What follows belongs to an exercise in optimizing a design on an open flow for small area, a short achievable clock period and few clock cycles per item; a production flow would make more cautious choices.
Where RTL was checked, it was by simulation tests only, not by an equivalence proof against the original.
No activity file was given, so power comes from the tool's default toggle rates.

==> inputs of job 2970 <==
// risc14Exec
module risc14Exec
(
	input wire logic Clock_not,
	input wire logic rstN,
	input wire logic psel,
	input wire logic penable,
	input wire logic pwrite,
	input wire logic [8-1:0] paddr,
	input wire logic [32-1:0] pwdata,
	output logic [32-1:0] prdata,
	output logic pready,
	output logic pslverr
);
	localparam logic [3:0] K_CPY = 4'd0;   
	localparam logic [3:0] K_ADD = 4'd1;   
	localparam logic [3:0] K_VEC = 4'd2;   
	localparam logic [3:0] K_MULF = 4'd3;  
	localparam logic [3:0] K_NOT = 4'd4;
	localparam logic [3:0] K_AND = 4'd5;
	localparam logic [3:0] K_OR = 4'd6;
	localparam logic [3:0] K_XOR = 4'd7;
	localparam logic [3:0] K_SRL = 4'd8;
	localparam logic [3:0] K_SRA = 4'd9;
	localparam logic [3:0] K_ROTL = 4'd10;
	localparam logic [3:0] K_ROTR = 4'd11;
	logic [14-1:0] regFile [0:16-1];
	logic [12-1:0] statusReg;
	logic [14-1:0] opA;  
	logic [14-1:0] opB;  
	logic [4-1:0] destIdx;
	logic [3:0] kOp;
	logic isSub;
	logic commit;   
	logic mulBusy;  
	logic errQ;
	logic [5-1:0] wordIdx;
	logic [6-1:0] opc;
	logic setup;
	logic isReg, isInstr, isStatus;
	logic opcLegal, useImm, instrExec, hostWrite, isMul;
	logic [3:0] kNew;
	logic [4-1:0] idxA, idxB;
	logic [14-1:0] portA, portB;
	assign wordIdx = paddr[6:2];
	assign opc = pwdata[13:8];
	assign setup = psel & ~penable;
	assign isReg = ~wordIdx[4];
	assign isInstr = (wordIdx == 5'd16);
	assign isStatus = (wordIdx == 5'd17);
	always_comb begin
		opcLegal = 1'b1;
		useImm = 1'b0;
		kNew = K_CPY;
		case (opc)
			6'h02: kNew = K_CPY;
			6'h05, 6'h06: kNew = K_ADD;
			6'h07, 6'h08: begin kNew = K_ADD; useImm = 1'b1; end
			6'h09: kNew = K_MULF;
			6'h0B: kNew = K_NOT;
			6'h0C: kNew = K_AND;
			6'h0D: kNew = K_OR;
			6'h0E: kNew = K_XOR;
			6'h0F: begin kNew = K_SRL; useImm = 1'b1; end
			6'h10: begin kNew = K_SRA; useImm = 1'b1; end
			6'h11: begin kNew = K_ROTL; useImm = 1'b1; end
			6'h12: begin kNew = K_ROTR; useImm = 1'b1; end
			6'h17, 6'h18: kNew = K_VEC;
  ...
==> flow/config.mk <==
export PLATFORM = sky130hd
export DESIGN_NAME = risc14Exec
export DESIGN_NICKNAME = risc14Exec
export VERILOG_FILES = /design/flow/design.v
export SDC_FILE = /design/flow/constraint.sdc
export NUM_CORES = 4
export LEC_CHECK = 0
export ABC_AREA = 1
export CAP_MARGIN = 20
export CORE_MARGIN = 2
export CORE_UTILIZATION = 50
export SETUP_SLACK_MARGIN = 5.0
export SLEW_MARGIN = 20
==> flow/constraint.sdc <==
create_clock -name core_clock -period 7.5 [get_ports {Clock_not}]
set_input_delay 1.5000 -clock core_clock [delete_from_list [all_inputs] [get_ports {Clock_not}]]
set_output_delay 1.5000 -clock core_clock [all_outputs]
set_load 0.01 [all_outputs]
run.sh (not shown) runs the stock make flow with config.mk's settings and CLKGATE_MAP_FILE= SYNTH_SCRIPT=/design/flow/synth_recipe.tcl, a recipe that flattens the netlist after the stock synthesis.
==> job 3475: changes against job 2970 <==
--- a/flow/design.v
+++ b/flow/design.v
@@ -238,10 +238,11 @@
 	localparam logic [3:0] K_XOR = 4'd7;
 	localparam logic [3:0] K_SRL = 4'd8;
 	localparam logic [3:0] K_SRA = 4'd9;
 	localparam logic [3:0] K_ROTL = 4'd10;
 	localparam logic [3:0] K_ROTR = 4'd11;
+	localparam logic [3:0] K_NONE = 4'd15;  
 	logic [14-1:0] regFile [0:16-1];
 	logic [12-1:0] statusReg;
 	logic [14-1:0] opA;  
 	logic [14-1:0] opB;  
 	logic [4-1:0] destIdx;
@@ -254,12 +255,10 @@
 	logic [6-1:0] opc;
 	logic setup;
 	logic isReg, isInstr, isStatus;
 	logic opcLegal, useImm, instrExec, hostWrite, isMul;
 	logic [3:0] kNew;
-	logic [4-1:0] idxA, idxB;
-	logic [14-1:0] portA, portB;
 	assign wordIdx = paddr[6:2];
 	assign opc = pwdata[13:8];
 	assign setup = psel & ~penable;
 	assign isReg = ~wordIdx[4];
 	assign isInstr = (wordIdx == 5'd16);
@@ -286,46 +285,68 @@
 		endcase
 	end
 	assign instrExec = isInstr & pwrite & opcLegal;
 	assign hostWrite = isReg & pwrite;
 	assign isMul = (opc == 6'h09);
-	assign idxA = pwrite ? pwdata[7:4] : wordIdx[4-1:0];
-	assign idxB = pwdata[3:0];
-	assign portA = regFile[idxA];
-	assign portB = regFile[idxB];
 	logic [14-1:0] mulSum, mulCarry;
 	mulTree mulUnit (.a(opA), .b(opB), .sumRow(mulSum), .carryRow(mulCarry));
+	logic readA, writeA, selSr, keepB, immB;
+	logic [3:0] loA, hiA, loB, hiB;
+	logic [14-1:0] grpA [0:3];
+	logic [14-1:0] grpB [0:3];
+	logic [14-1:0] portB, nextA, nextB;
+	assign readA = ~mulBusy & ~pwrite;
+	assign writeA = ~mulBusy & pwrite;
+	assign selSr = ~mulBusy & ~pwrite & isStatus;
+	assign keepB = ~mulBusy & ~hostWrite & ~useImm;
+	assign immB = ~mulBusy & (hostWrite | useImm);
+	always_comb begin
+		for (int l = 0; l < 4; l++) begin
+			loA[l] = (readA & isReg & (wordIdx[1:0] == l))
+				| (writeA & (pwdata[4+1:4] == l));
+			hiA[l] = pwrite ? (pwdata[7:7-1] == l) : (wordIdx[3:2] == l);
+			loB[l] = (pwdata[0+1:0] == l);
+			hiB[l] = (pwdata[3:3-1] == l);
+		end
+		nextA = ({14{mulBusy}} & mulSum)
+			| ({14{selSr}} & {{(14-12){1'b0}}, statusReg});
+		portB = '0;
+		for (int h = 0; h < 4; h++) begin
+			grpA[h] = '0;
+			grpB[h] = '0;
+			for (int l = 0; l < 4; l++) begin
+				grpA[h] = grpA[h] | ({14{loA[l]}} & regFile[4*h+l]);
+				grpB[h] = grpB[h] | ({14{loB[l]}} & regFile[4*h+l]);
+			end
+			nextA = nextA | ({14{hiA[h]}} & grpA[h]);
+			portB = portB | ({14{hiB[h]}} & grpB[h]);
+		end
+		nextB = ({14{mulBusy}} & mulCarry)
+			| ({14{keepB}} & portB)
+			| ({14{~mulBusy & hostWrite}} & pwdata[14-1:0])
+			| ({14{immB}}
+				& {{(14-4){1'b0}}, pwdata[3:0]});
+	end
 	always_ff @(posedge Clock_not) begin
 		mulBusy <= setup & instrExec & isMul;
 		commit <= (setup & (hostWrite | (instrExec & ~isMul))) | mulBusy;
 		errQ <= ~(isReg | instrExec | (isStatus & ~pwrite));
 		destIdx <= hostWrite ? wordIdx[4-1:0] : pwdata[7:4];
-		isSub <= (opc == 6'h06) | (opc == 6'h08) | (opc == 6'h18);
-		if (mulBusy) begin
-			opA <= mulSum;
-			opB <= mulCarry;
-			kOp <= K_MULF;
-		end else begin
-			opA <= (pwrite | isReg) ? portA
-				: (isStatus ? {{(14-12){1'b0}}, statusReg} : '0);
-			if (hostWrite) begin
-				opB <= pwdata[14-1:0];
-			end else if (useImm) begin
-				opB <= {{(14-4){1'b0}}, idxB};
-			end else begin
-				opB <= portB;
-			end
-			kOp <= hostWrite ? K_CPY : kNew;
-		end
+		isSub <= ~hostWrite & ((opc == 6'h06) | (opc == 6'h08) | (opc == 6'h18));
+		kOp <= ~rstN ? K_NONE : (mulBusy ? K_MULF : (hostWrite ? K_CPY : kNew));
+		opA <= nextA;
+		opB <= nextB;
 	end
 	logic isVec;
-	logic [14-1:0] bx;
+	logic [14-1:0] bx, prop, gen;
 	logic gapX, gapY;
 	logic [16:0] sum;
 	logic [14-1:0] addRes;
 	assign isVec = (kOp == K_VEC);
 	assign bx = opB ^ {14{isSub}};
+	assign prop = opA ^ bx;
+	assign gen = opA & bx;
 	assign gapX = ~isVec | isSub;
 	assign gapY = isVec & isSub;
 	assign sum = {1'b0, opA[13:7], gapX, opA[6:0], 1'b1} + {1'b0, bx[13:7], gapY, bx[6:0], isSub};
 	assign addRes = {sum[15:9], sum[7:1]};
 	logic [1:0] shamt;
@@ -334,42 +355,49 @@
 	logic [27:0] rotl;
 	assign shamt = opB[1:0];
 	assign fill = (kOp == K_ROTR) ? opA[2:0] : ((kOp == K_SRA) ? {3{opA[13]}} : 3'b000);
 	assign shrOut = {fill, opA} >> shamt;
 	assign rotl = {opA, opA} << shamt;
-	logic [14-1:0] result;
-	always_comb begin
-		case (kOp)
-			K_ADD, K_VEC, K_MULF: result = addRes;
-			K_NOT: result = ~opA;
-			K_AND: result = opA & opB;
-			K_OR: result = opA | opB;
-			K_XOR: result = opA ^ opB;
-			K_SRL, K_SRA, K_ROTR: result = shrOut[13:0];
-			K_ROTL: result = rotl[27:14];
-			default: result = opB;
-		endcase
-	end
+	logic selAdd, selProp, selGen, selShr, selRotl, selNot, selCpy;
+	assign selAdd = ((kOp == K_ADD) | (kOp == K_VEC) | (kOp == K_MULF));
+	assign selProp = ((kOp == K_XOR) | (kOp == K_OR));
+	assign selNot = (kOp == K_NOT);
+	assign selCpy = (kOp == K_CPY);
+	assign selGen = ((kOp == K_AND) | (kOp == K_OR));
+	assign selShr = ((kOp == K_SRL) | (kOp == K_SRA) | (kOp == K_ROTR));
+	assign selRotl = (kOp == K_ROTL);
+	logic [14-1:0] result, otherRes;
+	assign otherRes = ({14{selProp}} & prop)
+		| ({14{selGen}} & gen)
+		| ({14{selShr}} & shrOut[13:0])
+		| ({14{selRotl}} & rotl[27:14])
+		| ({14{selNot}} & ~opA)
+		| ({14{selCpy}} & opB);
+	assign result = ({14{selAdd}} & addRes) | otherRes;
+	logic [14-1:0] zCarry;
+	logic zLoAdd, zHiAdd;
+	assign zCarry = {opA[12:7] | bx[12:7], isVec ? isSub : (opA[6] | bx[6]),
+		opA[5:0] | bx[5:0], isSub};
+	assign zLoAdd = (prop[6:0] == zCarry[6:0]);
+	assign zHiAdd = (prop[13:7] == zCarry[13:7]);
 	logic zLo, zHi;
 	logic flagC, flagV, loC, loV;
 	logic wrCV, wrNZ, wrLane;
-	assign zLo = (result[6:0] == '0);
-	assign zHi = (result[13:7] == '0);
+	assign zLo = (zLoAdd | ~selAdd) & (otherRes[6:0] == '0);
+	assign zHi = (zHiAdd | ~selAdd) & (otherRes[13:7] == '0);
 	assign flagC = sum[16] ^ isSub;
 	assign flagV = (opA[13] == bx[13]) & (addRes[13] != opA[13]);
 	assign loC = sum[8] ^ isSub;
 	assign loV = (opA[6] == bx[6]) & (addRes[6] != opA[6]);
 	assign wrCV = commit & (kOp == K_ADD);
 	assign wrNZ = commit & ((kOp == K_ADD) | (kOp == K_MULF) | (kOp == K_NOT)
 		| (kOp == K_AND) | (kOp == K_OR) | (kOp == K_XOR));
 	assign wrLane = commit & isVec;
-	logic [14-1:0] wrData;
-	assign wrData = rstN ? result : '0;
 	always_ff @(posedge Clock_not) begin
 		for (int i = 0; i < 16; i++) begin
 			if (!rstN || (commit && destIdx == i)) begin
-				regFile[i] <= wrData;
+				regFile[i] <= result;
 			end
 		end
 	end
 	always_ff @(posedge Clock_not) begin
 		if (!rstN || wrCV) begin
==> flow/flow/run.sh (new file) <==
#!/bin/bash
# Standard layout, with the port buffers made from plain buffers instead of
# the cell buffer_ports picks by default (often a delay cell).
set -e
cp standard.sh standard.sh.txt 2>/dev/null || true
export BUFFER_PORTS_ARGS="-buffer_cell sky130_fd_sc_hd__buf_4"
bash standard.sh > standard.log 2>&1
==> flow/standard.sh (new file) <==
#!/bin/bash
# synth_recipe.tcl (not shown) runs the flow's synth.tcl, then flattens the netlist and writes it again
# the make line also repeats each setting of config.mk as NAME=value (left out here)
make -C /OpenROAD-flow-scripts/flow DESIGN_CONFIG=/design/flow/config.mk WORK_HOME=/design/flow/orfs CLKGATE_MAP_FILE= SYNTH_SCRIPT=/design/flow/synth_recipe.tcl "${@:-finish}"
--- a/flow/config.mk
+++ b/flow/config.mk
@@ -9,5 +9,6 @@
 export CAP_MARGIN = 20
 export CORE_MARGIN = 2
 export CORE_UTILIZATION = 50
 export SETUP_SLACK_MARGIN = 5.0
 export SLEW_MARGIN = 20
+export TNS_END_PERCENT = 1
removed: flow/run.sh
==> out/metrics.yaml <==
setup_path:
  path_cells: "buf_12 -> xnor2_2 -> ha_1 -> nand3_1 -> nand2_2 -> nand2_2 -> nand2_2 -> a21oi_4 -> o21ai_4 -> a21boi_2 -> o21ai_2 -> a31oi_1 -> or2_1 -> nand3_4 -> nand2_8"
  slowest_stage: "dfxtp_4"
sta:
  period_share_pct: 39.6
pwr:
  seq_power_share_pct: 35.7
  power_switching_uw: 2500
  intPower_uw: 3870
logic_synthesis:
  synth_cell_types: 67
  synth_simple_gate_area_share_pct: 17.0
final_layout:
  multi_input_gates: 1401
  ff_latch_area_um2: 7930
  buffer_area_share_pct: 7.75
  final_core_util_pct: 61.3
  multi_input_area_share_pct: 41.3
grt:
  grt_pass1_vias: 15403
outcome:
  status: "complete, no violations"
route:
  drt_wl_total_um: 67600
That was job 3475.
==> out/metrics.yaml <==
grt:
  grt_pass1_vias: 17336
final_layout:
  multi_input_area_share_pct: 41.5
  ff_latch_area_um2: 7970
  final_core_util_pct: 73.2
  multi_input_gates: 1385
  buffer_area_share_pct: 14.5
logic_synthesis:
  synth_simple_gate_area_share_pct: 18.7
pwr:
  power_switching_uw: 2560
  seq_power_share_pct: 32.0
  intPower_uw: 3960
worst_hold_path:
  hold_end: "opA[9]"
outcome:
  status: "complete, no violations"
sta:
  slew_violations: 0
  period_share_pct: 42.4
setup_path:
  slowest_stage: "o21ai_4"
  path_cells: "buf_16 -> o21ai_4 -> nor2_4 -> buf_12 -> buf_4 -> a32o_1 -> a21oi_1 -> nand4_1 -> a21oi_2 -> o221ai_1"
That was job 2970.
Testbench counts of job 3475, summed over its fixed seeds: cycles 19,530, transfers 9,600.
The RTL of job 2970 was laid out without a check of its function.

what the ideal ports hide:
In the flow no input, the clock included, has a driving cell. The finished layouts below were timed again as built, in two steps.
Step 1: set_driving_cell puts a clkbuf_16 on Clock_not and a buf_2 on each other input, an assumption about the parent block.
Step 2 moves the port delays by t, midway between the first and last clock arrival at a register: inputs arrive t later, outputs are due t later. That takes back most of the time a late clock gives input paths.
a / b / c = ideal / step 1 / step 2; a / b = the first two.
run | t (ns) | setup slack, ns | slew at the worst register clock pin (ns)
job 2970 | 0.621 | 4.323 / 4.279 / 3.659 | 0.07 / 0.07
job 3475 | 0.623 | 4.528 / 4.528 / 3.976 | 0.07 / 0.07
After both steps every run listed still meets setup and hold. For job 2970, which loses most, drivers alone change the setup slack by -0.044 ns; drivers and shift together by -0.664 ns.
